Context: an optimization exercise on an open-source flow, tuned for small area, a short achievable clock period and few clock cycles. The choices shown serve that exercise and are no tape-out recipe.
In this exercise RTL edits were held to simulation tests only and were not proved equivalent to the original.
No activity file was given, so power comes from the tool's default toggle rates.

[design/flow/design.v]
`default_nettype none
package ptl_pkg;
    localparam int STACK_DEPTH_DEF = 64;
    localparam logic [7:0] CH_A     = 8'h41;
    localparam logic [7:0] CH_Z     = 8'h5A;
    localparam logic [7:0] CH_PLUS  = 8'h2B;
    localparam logic [7:0] CH_MINUS = 8'h2D;
    localparam logic [7:0] CH_STAR  = 8'h2A;
    localparam logic [7:0] CH_SLASH = 8'h2F;
    localparam logic [3:0] KIND_LOAD    = 4'd0;
    localparam logic [3:0] KIND_STORE   = 4'd5;
    localparam logic [3:0] KIND_BADEXPR = 4'd6;
    localparam logic [3:0] KIND_BADIN   = 4'd7;
    localparam logic [3:0] KIND_END     = 4'd8;
    localparam logic [3:0] KIND_OVF     = 4'd9;
    localparam logic [1:0] CLS_LETTER = 2'd0;
    localparam logic [1:0] CLS_OP     = 2'd1;
    localparam logic [1:0] CLS_BAD    = 2'd2;
    localparam logic [1:0] CLS_END    = 2'd3;
    localparam logic [2:0] M_NONE    = 3'd0;
    localparam logic [2:0] M_OP      = 3'd1;
    localparam logic [2:0] M_END     = 3'd2;
    localparam logic [2:0] M_BADEXPR = 3'd3;
    localparam logic [2:0] M_BADIN   = 3'd4;
    localparam logic [2:0] M_OVF     = 3'd5;
endpackage
`default_nettype wire
`default_nettype none
module ptl_front (
    input  wire logic          clk,
    input  wire logic          rst_n,
    input  wire logic          in_valid,
    output logic               in_stall,
    input  wire logic [7:0]    symbol,
    input  wire logic          is_end,
    output logic               head_valid,
    output logic [6:0]         head_item,
    input  wire logic          head_pop
);
    logic [6:0] cls_item;
    logic [6:0] q0_reg, q1_reg;
    logic       v0_reg, v1_reg;
    logic       push;
    always_comb
    begin
        cls_item = {ptl_pkg::CLS_BAD, symbol[4:0]};
        if (is_end)
            cls_item[6:5] = ptl_pkg::CLS_END;
        else if (symbol >= ptl_pkg::CH_A && symbol <= ptl_pkg::CH_Z)
            cls_item[6:5] = ptl_pkg::CLS_LETTER;
        else
        begin
            case (symbol)
                ptl_pkg::CH_PLUS:  cls_item = {ptl_pkg::CLS_OP, 5'd0};
                ptl_pkg::CH_MINUS: cls_item = {ptl_pkg::CLS_OP, 5'd1};
                ptl_pkg::CH_STAR:  cls_item = {ptl_pkg::CLS_OP, 5'd2};
                ptl_pkg::CH_SLASH: cls_item = {ptl_pkg::CLS_OP, 5'd3};
                default:           ;
            endcase
        end
    end
    assign in_stall   = v1_reg;
    assign push       = in_valid && !v1_reg;
    assign head_valid = v0_reg;
    assign head_item  = q0_reg;
    always_ff @(posedge clk)
    begin
        if (!v0_reg || head_pop)
            q0_reg <= v1_reg ? q1_reg : cls_item;
        if (push)
            q1_reg <= cls_item;
    end
    always_ff @(posedge clk or negedge rst_n)
    begin
        if (!rst_n)
        begin
            v0_reg <= 1'b0;
            v1_reg <= 1'b0;
        end
        else
        begin
            case ({v1_reg, v0_reg && !head_pop, push})
                3'b000: begin v0_reg <= 1'b0; v1_reg <= 1'b0; end
                3'b001: begin v0_reg <= 1'b1; v1_reg <= 1'b0; end
                3'b010: begin v0_reg <= 1'b1; v1_reg <= 1'b0; end
                3'b011: begin v0_reg <= 1'b1; v1_reg <= 1'b1; end
                3'b100: begin v0_reg <= 1'b1; v1_reg <= 1'b0; end
                default: begin v0_reg <= 1'b1; v1_reg <= 1'b1; end
            endcase
        end
    end
endmodule
`default_nettype wire
`default_nettype none
module ptl_back #(
    parameter int STACK_DEPTH = ptl_pkg::STACK_DEPTH_DEF
) (
    input  wire logic           clk,
    input  wire logic           rst_n,
    input  wire logic           head_valid,
    input  wire logic [6:0]     head_item,
    output logic                head_pop,
    output logic                out_valid,
    input  wire logic           out_stall,
    output logic [3:0]          kind,
    output logic [7:0]          first_operand,
    output logic [7:0]          second_operand,
    output logic [7:0]          temp_number,
    output logic                stack_empty,
    output logic                last
);
    localparam int CNT_W = $clog2(STACK_DEPTH + 1);
    logic [CNT_W-1:0] cnt_reg, cnt_next;
    logic             full_reg, lt2_reg, zero_reg, one_reg;
    logic             pend_reg;
    logic             halt_reg;
    logic [1:0] cls;
    logic       is_letter, is_op, is_end;
    logic       empty_now;
    logic       needs_slot, can_take;
    logic       do_push, do_pop;
    logic       b_store;
    logic [2:0] b_main;
    logic       b_new;
    assign cls       = head_item[6:5];
    assign is_letter = (cls == ptl_pkg::CLS_LETTER);
    assign is_op     = (cls == ptl_pkg::CLS_OP);
    assign is_end    = (cls == ptl_pkg::CLS_END);
    assign empty_now = zero_reg || (one_reg && pend_reg);
    logic slot_free;
    assign needs_slot = !halt_reg && !(is_letter && !pend_reg && !full_reg);
    assign can_take   = head_valid && (!needs_slot || slot_free);
    assign head_pop   = can_take;
    assign b_new      = can_take && needs_slot;
    always_comb
    begin
        b_store = pend_reg && !is_end;
        b_main  = ptl_pkg::M_NONE;
        do_push = 1'b0;
        do_pop  = 1'b0;
        if (is_end)
        begin
            b_main = ptl_pkg::M_END;
            do_pop = pend_reg;
        end
        else if (is_letter)
        begin
            if (full_reg)
                b_main = ptl_pkg::M_OVF;
            else
                do_push = 1'b1;
        end
        else if (is_op)
        begin
            if (lt2_reg)
                b_main = ptl_pkg::M_BADEXPR;
            else
            begin
                b_main = ptl_pkg::M_OP;
                do_pop = 1'b1;
            end
        end
        else
            b_main = ptl_pkg::M_BADIN;
        if (!can_take || halt_reg)
        begin
            do_push = 1'b0;
            do_pop  = 1'b0;
        end
    end
    logic cnt_top1, cnt_two;
    assign cnt_top1 = (cnt_reg == CNT_W'(STACK_DEPTH - 1));
    assign cnt_two  = (cnt_reg == CNT_W'(2));
    logic [CNT_W-1:0] cnt_inc, cnt_dec;
    logic [CNT_W-1:0] low_ones, low_zeros;
    always_comb
    begin
        low_ones[0]  = 1'b1;
        low_zeros[0] = 1'b1;
        for (int i = 1; i < CNT_W; i++)
        begin
            low_ones[i]  = low_ones[i-1] & cnt_reg[i-1];
            low_zeros[i] = low_zeros[i-1] & !cnt_reg[i-1];
        end
        cnt_inc = cnt_reg ^ low_ones;
        cnt_dec = cnt_reg ^ low_zeros;
    end
    always_comb
    begin
        cnt_next = cnt_reg;
        if (do_push)
            cnt_next = cnt_inc;
        else if (do_pop)
            cnt_next = cnt_dec;
    end
    always_ff @(posedge clk or negedge rst_n)
    begin
        if (!rst_n)
        begin
            cnt_reg  <= '0;
            full_reg <= 1'b0;
            lt2_reg  <= 1'b1;
            zero_reg <= 1'b1;
            one_reg  <= 1'b0;
            pend_reg <= 1'b0;
            halt_reg <= 1'b0;
        end
        else
        begin
            cnt_reg  <= cnt_next;
            if (do_push)
            begin
                full_reg <= cnt_top1;
                lt2_reg  <= zero_reg;
                zero_reg <= 1'b0;
                one_reg  <= zero_reg;
            end
            else if (do_pop)
            begin
                full_reg <= 1'b0;
                lt2_reg  <= lt2_reg || cnt_two;
                zero_reg <= one_reg;
                one_reg  <= cnt_two;
            end
            if (can_take && !halt_reg)
            begin
                pend_reg <= (b_main == ptl_pkg::M_OP);
                if (b_main != ptl_pkg::M_NONE && b_main != ptl_pkg::M_OP && b_main != ptl_pkg::M_END)
                    halt_reg <= 1'b1;
            end
        end
    end
    logic [4:0] stk [STACK_DEPTH];
    logic       pol_reg;
    logic       cmd_hold_reg, cmd_push_reg, cmd_pop_reg;
    logic [4:0] cmd_val_reg;
    logic [4:0] stk_next [STACK_DEPTH];
    logic [4:0] push_val;
    logic [4:0] raw0, raw1, raw2;
    logic [4:0] top0, top1;
    assign push_val = cmd_val_reg ^ {5{pol_reg}};
    always_comb
    begin
        for (int i = 0; i < STACK_DEPTH; i++)
        begin
            stk_next[i] = ~(({5{cmd_hold_reg}} & stk[i]) |
                            ({5{cmd_push_reg}} & ((i == 0) ? push_val : stk[(i == 0) ? 0 : i - 1])) |
                            ({5{cmd_pop_reg}}  & ((i == STACK_DEPTH - 1) ? 5'd0 : stk[(i == STACK_DEPTH - 1) ? i : i + 1])));
        end
    end
    always_ff @(posedge clk)
    begin
        pol_reg      <= !pol_reg;
        cmd_hold_reg <= !do_push && !do_pop;
        cmd_push_reg <= do_push;
        cmd_pop_reg  <= do_pop;
        cmd_val_reg  <= head_item[4:0];
        for (int i = 0; i < STACK_DEPTH; i++)
            stk[i] <= stk_next[i];
    end
    assign raw0 = stk[0] ^ {5{pol_reg}};
    assign raw1 = stk[1] ^ {5{pol_reg}};
    assign raw2 = stk[2] ^ {5{pol_reg}};
    always_comb
    begin
        if (cmd_push_reg)
        begin
            top0 = cmd_val_reg;
            top1 = raw0;
        end
        else if (cmd_pop_reg)
        begin
            top0 = raw1;
            top1 = raw2;
        end
        else
        begin
            top0 = raw0;
            top1 = raw1;
        end
    end
    logic       c_valid, f_valid;
    logic       c_store, f_store;
    logic [2:0] c_main,  f_main;
    logic [1:0] c_op,    f_op;
    logic [4:0] f_a, f_b;
    logic [4:0] o_first, o_second, o_hid;
    logic [4:0] nf, ns, nh, la, lb;
    logic [7:0] o_temp, tcnt_go;
    logic       c_empty, f_empty;
    logic [1:0] c_ph;                
    logic [7:0] tcnt_reg;
    logic       n_valid, n_store;
    logic [2:0] n_main;
    logic [1:0] n_op, n_ph;
    logic       n_empty;
    logic [3:0] p_kind;
    logic       p_sec, p_last, p_emp, p_opnd;
    logic [3:0] q_kind;
    logic       q_sa, q_sb, q_sec, q_st, q_last, q_emp;
    logic       c_adv, c_hold, c_load_f, c_load_new, f_load_new;
    logic       g_done, g_free, g_load_f, g_load_new;
    assign c_adv      = c_valid && !out_stall;
    assign c_hold     = c_valid && out_stall;
    assign g_done     = c_valid && p_last;
    assign g_free     = !c_valid || g_done;
    assign slot_free  = !f_valid || !c_valid || (g_done && !out_stall);
    assign g_load_f   = f_valid && g_free;
    assign g_load_new = head_valid && needs_slot && !f_valid && g_free;
    assign c_load_f   = g_load_f && !c_hold;
    assign c_load_new = g_load_new && !c_hold;
    assign f_load_new = b_new && !c_load_new;
    always_comb
    begin
        n_valid = c_valid;
        n_store = c_store;
        n_main  = c_main;
        n_op    = c_op;
        n_ph    = c_ph;
        n_empty = c_empty;
        if (g_load_f)
        begin
            n_valid = 1'b1;
            n_store = f_store;
            n_main  = f_main;
            n_op    = f_op;
            n_ph    = '0;
            n_empty = f_empty;
        end
        else if (g_load_new)
        begin
            n_valid = 1'b1;
            n_store = b_store;
            n_main  = b_main;
            n_op    = head_item[1:0];
            n_ph    = '0;
            n_empty = empty_now;
        end
        else if (g_done)
            n_valid = 1'b0;
        else if (c_valid)
        begin
            if (c_store)
                n_store = 1'b0;
            else
                n_ph = c_ph + 1'b1;
        end
    end
    assign la = g_load_f ? f_a : top0;
    assign lb = g_load_f ? f_b : top1;
    always_comb
    begin
        nf = o_first;
        ns = o_second;
        nh = o_hid;
        if (g_load_f || g_load_new)
        begin
            nf = q_sa ? la : 5'd0;
            ns = 5'd0;
            nh = lb;
        end
        else if (c_valid)
        begin
            if (c_store)
            begin
                if (c_main != ptl_pkg::M_OP)
                    nf = 5'd0;
            end
            else if (c_main == ptl_pkg::M_OP)
            begin
                if (c_ph == 2'd0)
                begin
                    nf = o_hid;
                    nh = o_first;
                end
                else if (c_ph == 2'd1)
                begin
                    nf = o_hid;
                    ns = o_first;
                end
            end
        end
    end
    assign tcnt_go = (c_valid && p_sec && tcnt_reg != 8'hFF) ? tcnt_reg + 1'b1 : tcnt_reg;
    always_comb
    begin
        q_kind = ptl_pkg::KIND_LOAD;
        q_sa   = 1'b0;
        q_sb   = 1'b0;
        q_sec  = 1'b0;
        q_st   = 1'b0;
        q_emp  = 1'b0;
        q_last = 1'b1;
        if (n_store)
        begin
            q_kind = ptl_pkg::KIND_STORE;
            q_sa   = 1'b1;
            q_st   = 1'b1;
            q_last = (n_main == ptl_pkg::M_NONE);
        end
        else
        begin
            case (n_main)
                ptl_pkg::M_OP:
                begin
                    case (n_ph)
                        2'd0: begin q_sa = 1'b1; q_last = 1'b0; end
                        2'd1: begin q_sb = 1'b1; q_last = 1'b0; end
                        default:
                        begin
                            q_kind = {2'b00, n_op} + 4'd1;
                            q_sa   = 1'b1;
                            q_sec  = 1'b1;
                        end
                    endcase
                end
                ptl_pkg::M_END:
                begin
                    q_kind = ptl_pkg::KIND_END;
                    q_emp  = n_empty;
                end
                ptl_pkg::M_BADEXPR: q_kind = ptl_pkg::KIND_BADEXPR;
                ptl_pkg::M_BADIN:   q_kind = ptl_pkg::KIND_BADIN;
                ptl_pkg::M_OVF:     q_kind = ptl_pkg::KIND_OVF;
                default:            ;
            endcase
        end
    end
    always_ff @(posedge clk)
    begin
        if (!c_hold)
        begin
            c_store <= n_store;
            c_main  <= n_main;
            c_op    <= n_op;
            c_ph    <= n_ph;
            c_empty <= n_empty;
            p_kind  <= q_kind;
            p_opnd   <= q_sa || q_sb;
            p_sec    <= q_sec;
            p_last   <= q_last;
            p_emp    <= q_emp;
            o_first  <= nf;
            o_second <= ns;
            o_hid    <= nh;
            o_temp   <= q_st ? tcnt_go : 8'd0;
        end
        if (f_load_new)
        begin
            f_store <= b_store;
            f_main  <= b_main;
            f_op    <= head_item[1:0];
            f_a     <= top0;
            f_b     <= top1;
            f_empty <= empty_now;
        end
    end
    always_ff @(posedge clk or negedge rst_n)
    begin
        if (!rst_n)
        begin
            c_valid  <= 1'b0;
            f_valid  <= 1'b0;
            tcnt_reg <= '0;
        end
        else
        begin
            if (!c_hold)
                c_valid <= n_valid;
            if (f_load_new)
                f_valid <= 1'b1;
            else if (c_load_f)
                f_valid <= 1'b0;
            if (c_adv && p_sec && tcnt_reg != 8'hFF)
                tcnt_reg <= tcnt_reg + 1'b1;
        end
    end
    assign out_valid      = c_valid;
    assign kind           = p_kind;
    assign first_operand  = {1'b0, p_opnd, 1'b0, o_first};
    assign second_operand = {1'b0, p_sec, 1'b0, o_second};
    assign temp_number    = o_temp;
    assign stack_empty    = p_emp;
    assign last           = p_last;
endmodule
`default_nettype wire
`default_nettype none
module postfix_to_load_op_code #(
    parameter int STACK_DEPTH = ptl_pkg::STACK_DEPTH_DEF
) (
    input  wire logic       clk,
    input  wire logic       rst_n,
    input  wire logic       in_valid,
    output logic            in_stall,
    input  wire logic [7:0] symbol,
    input  wire logic       is_end,
    output logic            out_valid,
    input  wire logic       out_stall,
    output logic [3:0]      kind,
    output logic [7:0]      first_operand,
    output logic [7:0]      second_operand,
    output logic [7:0]      temp_number,
    output logic            stack_empty,
    output logic            last
);
    logic       head_valid;
    logic [6:0] head_item;
    logic       head_pop;
    ptl_front u_front (
        .clk        (clk),
        .rst_n      (rst_n),
        .in_valid   (in_valid),
        .in_stall   (in_stall),
        .symbol     (symbol),
        .is_end     (is_end),
        .head_valid (head_valid),
        .head_item  (head_item),
        .head_pop   (head_pop)
    );
    ptl_back #(
        .STACK_DEPTH (STACK_DEPTH)
    ) u_back (
        .clk            (clk),
        .rst_n          (rst_n),
        .head_valid     (head_valid),
        .head_item      (head_item),
        .head_pop       (head_pop),
        .out_valid      (out_valid),
        .out_stall      (out_stall),
        .kind           (kind),
        .first_operand  (first_operand),
        .second_operand (second_operand),
        .temp_number    (temp_number),
        .stack_empty    (stack_empty),
        .last           (last)
    );
endmodule
`default_nettype wire
[design/flow/run.sh]
#!/bin/bash
# synth_recipe.tcl (not shown) runs the flow's synth.tcl, then flattens the netlist and writes it again
# the make line also repeats each setting of config.mk as NAME=value (left out here)
make -C /OpenROAD-flow-scripts/flow DESIGN_CONFIG=/design/flow/config.mk WORK_HOME=/design/flow/orfs CLKGATE_MAP_FILE= SYNTH_SCRIPT=/design/flow/synth_recipe.tcl finish
[design/flow/config.mk]
export PLATFORM = sky130hd
export DESIGN_NAME = postfix_to_load_op_code
export DESIGN_NICKNAME = postfix_to_load_op_code
export VERILOG_FILES = /design/flow/design.v
export SDC_FILE = /design/flow/constraint.sdc
export NUM_CORES = 4
export LEC_CHECK = 0
export CAP_MARGIN = 20
export CORE_MARGIN = 2
export CORE_UTILIZATION = 40
export SETUP_SLACK_MARGIN = 2.5
export SLEW_MARGIN = 20
[design/flow/constraint.sdc]
create_clock -name core_clock -period 4.4 [get_ports {clk}]
set_input_delay 0.8800 -clock core_clock [delete_from_list [all_inputs] [get_ports {clk}]]
set_output_delay 0.8800 -clock core_clock [all_outputs]
set_load 0.01 [all_outputs]
==> impl_metrics.py <==
metrics = {
    "outcome": {
        "status": "no timing/DRC/antenna violations",
    },
    "global_route": {
        "antenna_found_initial": 0,
        "globalRoute.totalOverflow": 0,
        "grt_pass1_vias": 9824,
        "grt_use_total_pct": 14.3,
        "grt_start_max_net_pins": 193,
        "global_route_wire_length_before_repair_um": 48100,
    },
    "die": {
        "die_width_um": 199,
        "floorplan.core_area_sq_um": 37600,
        "design.die.area_sq_um": 39600,
        "dieHeight_um": 199,
        "placementRows": 71,
        "effective_utilization_at_floorplan_pct": 40.4,
        "num_io_pins": 45,
    },
    "timing": {
        "setup_violations": 0,
        "post-route-worst-setup-slack_ns": 2.00,
        "finalCritPeriodShare_pct": 54.5,
        "fin_setup_tns_ns": 0,
        "finalWorstPathRequiredPeriod_ns": 2.40,
        "fin_skew_ns": 0.0277,
        "worst_pin_slew_ns": 0.890,
        "final-hold-violation-count": 0,
        "max_freq_mhz": 417,
        "max-slew-margin-rel_pct": 40.5,
        "setup_repair_after_global_routing_missed_its_margin": "true",
        "report.final.slew_viol_count": 0,
    },
    "layout": {
        "drive_above_1_share_pct": 18.8,
        "final_net_count": 1231,
        "area_delta_synth_final_pct": 17.8,
        "max_ffs_per_register": 320,
        "final_non_filler_cells": 1755,
        "n_antenna_cell": 0,
    },
    "setup_path": {
        "setup.worst_path.start_class": "flop",
        "worstSetupEndpointType": "flop",
        "worst_reg2reg_setup_slack_ns": 2.00,
        "setup.worst_path.end": "u_back.p_kind[1]",
        "worstPathRequired_ns": 4.81,
        "regToRegEndpoint": "u_back.p_kind[1]",
        "timing.critical_path.from": "u_front.q0_reg[5]",
        "timing.critical_path.arrival_ns": 2.81,
        "timing.rr.start": "u_front.q0_reg[5]",
        "critical_path.max_fanout": 4,
        "worst_r2r_path_depth": 6,
        "critical_path_class": "reg2reg",
    },
    "min_path": {
        "startpoint_of_the_most_critical_hold_path": "u_front.q0_reg[2]",
        "hp-class": "reg2reg",
    },
    "routing": {
        "routed_wire_length_per_instance_um": 17.0,
        "drt_pass_1_iters": 17,
        "drc_errors": 0,
        "routed_via_count": 10900,
        "ant_nets": 0,
        "totalWireLength_um": 29900,
        "drtIter0Drc": 2039,
        "drt-vias-per-instance": 6.22,
    },
    "clock_network": {
        "ctsRootBufferMaster": "clkbuf_16",
        "cts.clk_slew.worst_paths_ns": 0.06,
        "inserted_clock_buffers": 44,
        "cts-root-to-sink-buffers": 3,
        "cts_tree": "yes",
        "htreeDepth": 2,
        "clock_latency_ns": 0.56,
        "clock_sink_count": 425,
    },
    "logic_synthesis": {
        "synth_cell_types": 67,
        "ys_async_sr_fraction_pct": 5.88,
        "post_synth_inst_count": 1192,
        "number_of_flip_flops_and_latches_in_the_synthesized_netlist": 425,
        "mappedNetlistArea_sq_um": 15200,
        "synth_enable_flop_cells": 71,
        "ys_seq_area_share_pct": 61.5,
        "dominantRegCellSynth": "dfxtp_1",
        "mean_post_synth_cell_area_sq_um": 12.7,
        "yosys_warnings": 4,
    },
    "power_and_ir_drop": {
        "power.density_nw_per_um2": 622,
        "peak_ir_drop_on_the_vdd_network_v": 0.000349,
        "cellLeakagePower_nw": 6.62,
    },
    "placed_design": {
        "placed_cells": 1623,
        "placement.io_buffers": 40,
        "place_hpwl_um": 15800,
        "placement.setup.worst_slack_ns": 1.53,
        "routabilityCongestion": 0.802,
    },
    "run": {
        "max_cap_viol_count": 0,
    },
}
[where the power goes]
group          internal, W  switching [W]  total, W
registers          0.00516       0.000906   0.00606
clock network      0.00206        0.00147   0.00353
logic             0.000951       0.000593   0.00154
[worst min-delay path by stage]
stage	slack, ns	depth (start not counted)	end
finish	0.36	0	u_back.cmd_val_reg[2]
global placement	0.36	0	u_back.cmd_val_reg[2]
floorplan	0.32	0	u_back.cmd_val_reg[2]
CTS	0.38	0	u_back.cmd_val_reg[2]
detailed placement	0.36	0	u_back.cmd_val_reg[2]
global route	0.37	0	u_back.cmd_val_reg[2]
[synth_stat cells (5+ instances only)]
| library cell | instances | area (sq um) |
|---|---|---|
| xnor2_1 | 24 | 210 |
| nand3_1 | 11 | 55.1 |
| mux2_2 | 9 | 101 |
| a21oi_1 | 12 | 60.1 |
| nand2_1 | 38 | 143 |
| mux2i_1 | 13 | 130 |
| nor2_1 | 23 | 86.3 |
| dfrtp_1 | 23 | 576 |
| a21o_1 | 6 | 45.0 |
| nand2b_1 | 7 | 43.8 |
| a22oi_1 | 26 | 195 |
| o21ai_0 | 26 | 130 |
| buf_1 | 8 | 30.0 |
| a222oi_1 | 315 | 3150 |
| o31ai_1 | 8 | 60.1 |
| edfxtp_1 | 71 | 2130 |
| inv_1 | 13 | 48.8 |
| clkbuf_1 | 114 | 428 |
| nand3b_1 | 5 | 37.5 |
| nor3b_1 | 5 | 37.5 |
| and2_1 | 5 | 31.3 |
| buf_4 | 8 | 60.1 |
| xor2_1 | 13 | 114 |
| nor2b_1 | 6 | 37.5 |
| dfxtp_1 | 329 | 6590 |
| or3_1 | 5 | 31.3 |
[per-stage QoR]
stage | utilization [%] | power, W | cell area, sq um | hold slack [ns]
after global routing | 47.7 | 0.0117 | 17900 | 0.368
after CTS | 46.8 | 0.0111 | 17600 | 0.375
final | 47.7 | 0.0111 | 17900 | 0.357
after global placement | 42.2 | 0.00735 | 15900 | 0.362
after floorplan | - | 0.00696 | 15300 | 0.323
after detailed placement | 42.2 | 0.00743 | 15900 | 0.364
[cells by family after synthesis]
group                      count (synthesis)  synth area share, %
AOI/OAI and AO/OA                        426                 26.0
and+or+nand+nor                          127                 4.50
other                                      1               0.0247
adders and majority gates                  4                0.329
buffers and inverters                    150                 3.99
muxes                                     22                 1.52
DFF                                      425                 61.5
xor gates and xnor gates                  37                 2.13
[cell type report]
type | count | area [sq um]
Clock buffer | 68 | 1320
Clock inverter | 8 | 77.6
Fill cell | 3340 | 19700
Inverter | 16 | 65.1
Multi-Input combinational cell | 620 | 5520
Sequential cell | 425 | 9370
Tap cell | 511 | 639
Timing Repair Buffer | 107 | 920
[critical path, stage by stage, from the launching register on]
cell	delay [ns]
edfxtp_1	0.45
or4_4	0.63
buf_12	0.16
a21oi_4	0.24
a221oi_4	0.16
or3_1	0.44
a21oi_1	0.17
[routing by layer]
metal | GRT usage, % | up-vias | wire, um
li1 | - | 5160 | -
met5 | 0 | - | 0
met2 | 22.2 | 280 | 13800
met3 | 2.75 | 55 | 1430
met4 | 4.89 | 0 | 630
met1 | 19.9 | 5418 | 14100
[what timing repair did]
action                     CTS  global route
pin swaps                   23            15
hold buffers                 0             0
gates cloned                 1             1
setup endpoints to repair  298           427
setup buffers               33            21
resized for setup          160            42
[cells in the final DEF (no fill, tap or decap), types with 5 or more instances in the layout]
| cell | count |
|---|---|
| a21o_1 | 6 |
| a21oi_1 | 5 |
| a21oi_2 | 7 |
| a222oi_1 | 315 |
| a22oi_1 | 24 |
| and2_1 | 5 |
| buf_2 | 27 |
| buf_4 | 46 |
| buf_6 | 16 |
| clkbuf_1 | 11 |
| clkbuf_16 | 45 |
| clkbuf_8 | 10 |
| dfrtp_1 | 19 |
| dfxtp_1 | 326 |
| edfxtp_1 | 71 |
| inv_1 | 13 |
| mux2_2 | 9 |
| mux2i_1 | 13 |
| nand2_1 | 36 |
| nand2b_1 | 6 |
| nand3_1 | 10 |
| nand3b_1 | 5 |
| nor2_1 | 18 |
| nor3b_1 | 5 |
| o21ai_0 | 21 |
| o31ai_1 | 5 |
| xnor2_1 | 24 |
| xor2_1 | 13 |
Testbench counts, summed over its fixed seeds: cycles 24,938.

==> what the ideal ports hide <==
No port has a modelled driver above. Below, the same layout with a new extraction and two added sets of constraints. Step 1, drivers: a clkbuf_16 drives clk and a buf_2 each remaining input, both assumed. Step 2, shift: input delay + t, output delay - t, t = (earliest + latest rising clock arrival at the registers) / 2. This alone moves slack from input paths to output paths. Slacks: no drivers / after step 1 / after step 2; pairs: no drivers / after step 1.
t (ns): 0.597
setup slack, ns: 2.000 / 2.000 / 1.815
worst hold slack (ns): 0.357 / 0.357 / 0.357
After both steps this run still meets setup and hold. For this run, drivers alone change the setup slack by 0.000 ns; drivers and shift together by -0.185 ns.
